Source: an optimization exercise on an open RTL-to-GDS flow (aim: small area and few clock cycles). Production flows keep margins and buffers that such runs may drop.
At most, simulation tests tie the RTL to the original design; equivalence was not proved.

==> flow/design.v <==
`timescale 1ns / 1ps
package spr_pkg;
  localparam int MAX_PATTERN     = 8;
  localparam int MAX_REPLACEMENT = 8;
  localparam int BYTE_W          = 8;
  localparam int LEN_W           = 4;
  localparam int REG_W           = 64;
endpackage
`timescale 1ns / 1ps
`timescale 1ns / 1ps
`timescale 1ns / 1ps
`timescale 1ns / 1ps
module stream_pattern_replacer_top (
  input  logic                        clk_i,
  input  logic                        rst_ni,
  input  logic                        cfg_we_i,
  input  logic [1:0]                  cfg_idx_i,
  input  logic [spr_pkg::REG_W-1:0]   cfg_wdata_i,
  input  logic                        s_axis_tvalid,
  output logic                        s_axis_tready,
  input  logic [spr_pkg::BYTE_W-1:0]  s_axis_tdata,   
  input  logic                        s_axis_tuser,   
  output logic                        m_axis_tvalid,
  input  logic                        m_axis_tready,
  output logic [spr_pkg::BYTE_W-1:0]  m_axis_tdata,   
  output logic                        m_axis_tuser,   
  output logic                        m_axis_tlast
);
  localparam logic [1:0] T_PASS = 2'd0;   
  localparam logic [1:0] T_FLSH = 2'd1;   
  localparam logic [1:0] T_DISC = 2'd2;   
  logic [3:0]  plen_q;
  logic [63:0] pat_q;
  logic        pat_v_q;
  logic [3:0]  rlen_q;
  logic [63:0] rep_q;
  logic        rep_v_q;
  always_ff @(posedge clk_i or negedge rst_ni) begin
    if (!rst_ni) begin
      plen_q  <= '0;
      pat_v_q <= 1'b0;
      rlen_q  <= '0;
      rep_v_q <= 1'b0;
    end else if (cfg_we_i) begin
      case (cfg_idx_i)
        2'd0:    plen_q  <= cfg_wdata_i[3] ? 4'd8 : cfg_wdata_i[3:0];
        2'd1:    pat_v_q <= 1'b1;
        2'd2:    rlen_q  <= cfg_wdata_i[3] ? 4'd8 : cfg_wdata_i[3:0];
        default: rep_v_q <= 1'b1;
      endcase
    end
  end
  always_ff @(posedge clk_i) begin
    if (cfg_we_i && (cfg_idx_i == 2'd1)) pat_q <= cfg_wdata_i;
    if (cfg_we_i && (cfg_idx_i == 2'd3)) rep_q <= cfg_wdata_i;
  end
  logic [7:0] buf_q [0:7];
  logic [7:0] buf_d [0:7];
  logic [3:0] n_q, n_d;       
  logic [3:0] m_q, m_d;       
  logic [1:0] t_q, t_d;       
  logic       bare_q, bare_d;  
  logic       rep_act_q, rep_act_d;  
  logic [2:0] idx_q, idx_d;   
  logic [3:0] u;              
  logic       shift;
  logic [3:0] n2, m2;
  logic       bare2, rep2;
  logic       rep_last;
  logic       deciding;
  logic       acc, acc_byte;
  logic       all_eq, eq_pat, eq_zero;
  logic       hd_vis;
  assign u        = n_q - m_q;
  assign hd_vis   = (m_q != 4'd0) && (t_q != T_DISC);
  assign rep_last = ({1'b0, idx_q} + 4'd1) == rlen_q;
  assign m_axis_tvalid = rep_act_q || hd_vis || bare_q;
  assign m_axis_tdata  = rep_act_q ? (rep_q[idx_q*8 +: 8] & {8{rep_v_q}}) : ((m_q != 4'd0) ? buf_q[0] : 8'd0);
  assign m_axis_tuser  = rep_act_q || (m_q != 4'd0);
  assign m_axis_tlast  = !rep_act_q && (((m_q == 4'd1) && (t_q == T_FLSH)) || ((m_q == 4'd0) && bare_q));
  assign shift = (m_q != 4'd0) && !rep_act_q && ((t_q == T_DISC) || m_axis_tready);
  assign n2    = n_q - {3'd0, shift};
  assign m2    = m_q - {3'd0, shift};
  assign rep2  = rep_act_q && !(m_axis_tready && rep_last);
  assign bare2 = bare_q && !(m_axis_tready && !rep_act_q && (m_q == 4'd0));
  assign deciding = ({1'b0, u} + 5'd1) >= {1'b0, plen_q};
  always_comb begin
    if (s_axis_tuser)  s_axis_tready = !bare2 && ((m2 == 4'd0) || (t_q == T_PASS));
    else if (deciding) s_axis_tready = (m2 == 4'd0) && !bare2 && !rep2;
    else               s_axis_tready = (n2 != 4'd8);
  end
  assign acc      = s_axis_tvalid && s_axis_tready;
  assign acc_byte = acc && !s_axis_tuser;
  always_comb begin
    for (int j = 0; j < 8; j++) begin
      if (n2 == 4'(j))                buf_d[j] = s_axis_tdata;
      else if (shift && (j < 7))      buf_d[j] = buf_q[j+1];
      else                            buf_d[j] = buf_q[j];
    end
    eq_pat  = 1'b1;
    eq_zero = 1'b1;
    for (int j = 0; j < 8; j++) begin
      if ((4'(j) < plen_q) && (buf_d[j] != pat_q[j*8 +: 8])) eq_pat = 1'b0;
      if ((4'(j) < plen_q) && (buf_d[j] != 8'd0))            eq_zero = 1'b0;
    end
    all_eq = pat_v_q ? eq_pat : eq_zero;
  end
  always_comb begin
    n_d       = n2;
    m_d       = m2;
    t_d       = (m2 == 4'd0) ? T_PASS : t_q;
    bare_d    = bare2;
    rep_act_d = rep2;
    idx_d     = idx_q;
    if (rep_act_q && m_axis_tready) idx_d = rep_last ? 3'd0 : idx_q + 3'd1;
    if (acc) begin
      if (s_axis_tuser) begin
        if (u == 4'd0) begin
          bare_d = 1'b1;
        end else begin
          m_d = n2;
          t_d = T_FLSH;
        end
      end else if (!deciding) begin
        n_d = n2 + 4'd1;
      end else if ((plen_q != 4'd0) && all_eq) begin
        rep_act_d = (rlen_q != 4'd0);
        if (u + 4'd1 == plen_q) begin
          n_d = 4'd0;
        end else begin
          n_d = u + 4'd1;
          m_d = plen_q;
          t_d = T_DISC;
        end
      end else begin
        n_d = u + 4'd1;
        m_d = 4'd1;
        t_d = T_PASS;
      end
    end
  end
  always_ff @(posedge clk_i or negedge rst_ni) begin
    if (!rst_ni) begin
      n_q       <= '0;
      m_q       <= '0;
      t_q       <= T_PASS;
      bare_q    <= 1'b0;
      rep_act_q <= 1'b0;
      idx_q     <= '0;
    end else begin
      n_q       <= n_d;
      m_q       <= m_d;
      t_q       <= t_d;
      bare_q    <= bare_d;
      rep_act_q <= rep_act_d;
      idx_q     <= idx_d;
    end
  end
  always_ff @(posedge clk_i) begin
    for (int j = 0; j < 8; j++) buf_q[j] <= buf_d[j];
  end
endmodule
clock: 6.0 ns
lec_check: 0
cap_margin: 20
core_margin: 2
core_utilization: 40
slew_margin: 20
run.sh (not shown) runs the stock make flow with config.mk's settings and CLKGATE_MAP_FILE= SYNTH_SCRIPT=/design/flow/synth_recipe.tcl, a recipe that flattens the netlist after the stock synthesis.
Change:
--- a/flow/design.v
+++ b/flow/design.v
@@ -29,32 +29,26 @@
   localparam logic [1:0] T_PASS = 2'd0;   
   localparam logic [1:0] T_FLSH = 2'd1;   
   localparam logic [1:0] T_DISC = 2'd2;   
   logic [3:0]  plen_q;
   logic [63:0] pat_q;
-  logic        pat_v_q;
   logic [3:0]  rlen_q;
   logic [63:0] rep_q;
-  logic        rep_v_q;
   always_ff @(posedge clk_i or negedge rst_ni) begin
     if (!rst_ni) begin
-      plen_q  <= '0;
-      pat_v_q <= 1'b0;
-      rlen_q  <= '0;
-      rep_v_q <= 1'b0;
+      plen_q <= '0;
+      pat_q  <= '0;
+      rlen_q <= '0;
+      rep_q  <= '0;
     end else if (cfg_we_i) begin
       case (cfg_idx_i)
-        2'd0:    plen_q  <= cfg_wdata_i[3] ? 4'd8 : cfg_wdata_i[3:0];
-        2'd1:    pat_v_q <= 1'b1;
-        2'd2:    rlen_q  <= cfg_wdata_i[3] ? 4'd8 : cfg_wdata_i[3:0];
-        default: rep_v_q <= 1'b1;
+        2'd0:    plen_q <= cfg_wdata_i[3] ? 4'd8 : cfg_wdata_i[3:0];
+        2'd1:    pat_q  <= cfg_wdata_i;
+        2'd2:    rlen_q <= cfg_wdata_i[3] ? 4'd8 : cfg_wdata_i[3:0];
+        default: rep_q  <= cfg_wdata_i;
       endcase
     end
-  end
-  always_ff @(posedge clk_i) begin
-    if (cfg_we_i && (cfg_idx_i == 2'd1)) pat_q <= cfg_wdata_i;
-    if (cfg_we_i && (cfg_idx_i == 2'd3)) rep_q <= cfg_wdata_i;
   end
   logic [7:0] buf_q [0:7];
   logic [7:0] buf_d [0:7];
   logic [3:0] n_q, n_d;       
   logic [3:0] m_q, m_d;       
@@ -67,17 +61,17 @@
   logic [3:0] n2, m2;
   logic       bare2, rep2;
   logic       rep_last;
   logic       deciding;
   logic       acc, acc_byte;
-  logic       all_eq, eq_pat, eq_zero;
+  logic       all_eq;
   logic       hd_vis;
   assign u        = n_q - m_q;
   assign hd_vis   = (m_q != 4'd0) && (t_q != T_DISC);
   assign rep_last = ({1'b0, idx_q} + 4'd1) == rlen_q;
   assign m_axis_tvalid = rep_act_q || hd_vis || bare_q;
-  assign m_axis_tdata  = rep_act_q ? (rep_q[idx_q*8 +: 8] & {8{rep_v_q}}) : ((m_q != 4'd0) ? buf_q[0] : 8'd0);
+  assign m_axis_tdata  = rep_act_q ? rep_q[idx_q*8 +: 8] : ((m_q != 4'd0) ? buf_q[0] : 8'd0);
   assign m_axis_tuser  = rep_act_q || (m_q != 4'd0);
   assign m_axis_tlast  = !rep_act_q && (((m_q == 4'd1) && (t_q == T_FLSH)) || ((m_q == 4'd0) && bare_q));
   assign shift = (m_q != 4'd0) && !rep_act_q && ((t_q == T_DISC) || m_axis_tready);
   assign n2    = n_q - {3'd0, shift};
   assign m2    = m_q - {3'd0, shift};
@@ -91,21 +85,18 @@
   end
   assign acc      = s_axis_tvalid && s_axis_tready;
   assign acc_byte = acc && !s_axis_tuser;
   always_comb begin
     for (int j = 0; j < 8; j++) begin
-      if (n2 == 4'(j))                buf_d[j] = s_axis_tdata;
+      if (acc_byte && (n2 == 4'(j)))  buf_d[j] = s_axis_tdata;
       else if (shift && (j < 7))      buf_d[j] = buf_q[j+1];
       else                            buf_d[j] = buf_q[j];
     end
-    eq_pat  = 1'b1;
-    eq_zero = 1'b1;
+    all_eq = 1'b1;
     for (int j = 0; j < 8; j++) begin
-      if ((4'(j) < plen_q) && (buf_d[j] != pat_q[j*8 +: 8])) eq_pat = 1'b0;
-      if ((4'(j) < plen_q) && (buf_d[j] != 8'd0))            eq_zero = 1'b0;
+      if ((4'(j) < plen_q) && (buf_d[j] != pat_q[j*8 +: 8])) all_eq = 1'b0;
     end
-    all_eq = pat_v_q ? eq_pat : eq_zero;
   end
   always_comb begin
     n_d       = n2;
     m_d       = m2;
     t_d       = (m2 == 4'd0) ? T_PASS : t_q;
=> Utilization is higher by 0.29 points. Critical path depth is higher by 5. Global-route usage is lower by 1.0 points. Register-to-register slack degrades by 0.75 ns. Area after synthesis is higher by a few percent.
Testbench counts after the change, summed over its fixed seeds: cycles 29,124.
Function not checked in the first run of this note: the RTL went through the layout flow alone.

-- static timing again, ports no longer ideal --
The results above use ideal ports. As a check the final layouts listed here were re-extracted and re-timed, cells and wires unchanged.
Step 1 sets driving cells, clkbuf_16 on the clock port and buf_2 on the other inputs (assumed; they add their load-dependent delay and slew).
Step 2 times the ports against the registers' clock, not the clock port: input delays grow and output delays shrink by t, the midpoint of the rising clock arrivals with the driver on.
Three values: ideal, step 1, step 2; two values: the first two.
run | shift t [ns] | setup slack, ns | worst register clock-pin slew, ns
the first run | 0.555 | 0.498 / 0.515 / -0.040 | 0.06 / 0.06
the second run | 0.557 | 0.199 / 0.199 / -0.031 | 0.06 / 0.06
Met with ideal ports but missed after step 2: setup timing in the first run and the second run. The setup slack of the first run, which loses most, moves by +0.017 ns with the drivers and by -0.538 ns with both steps.
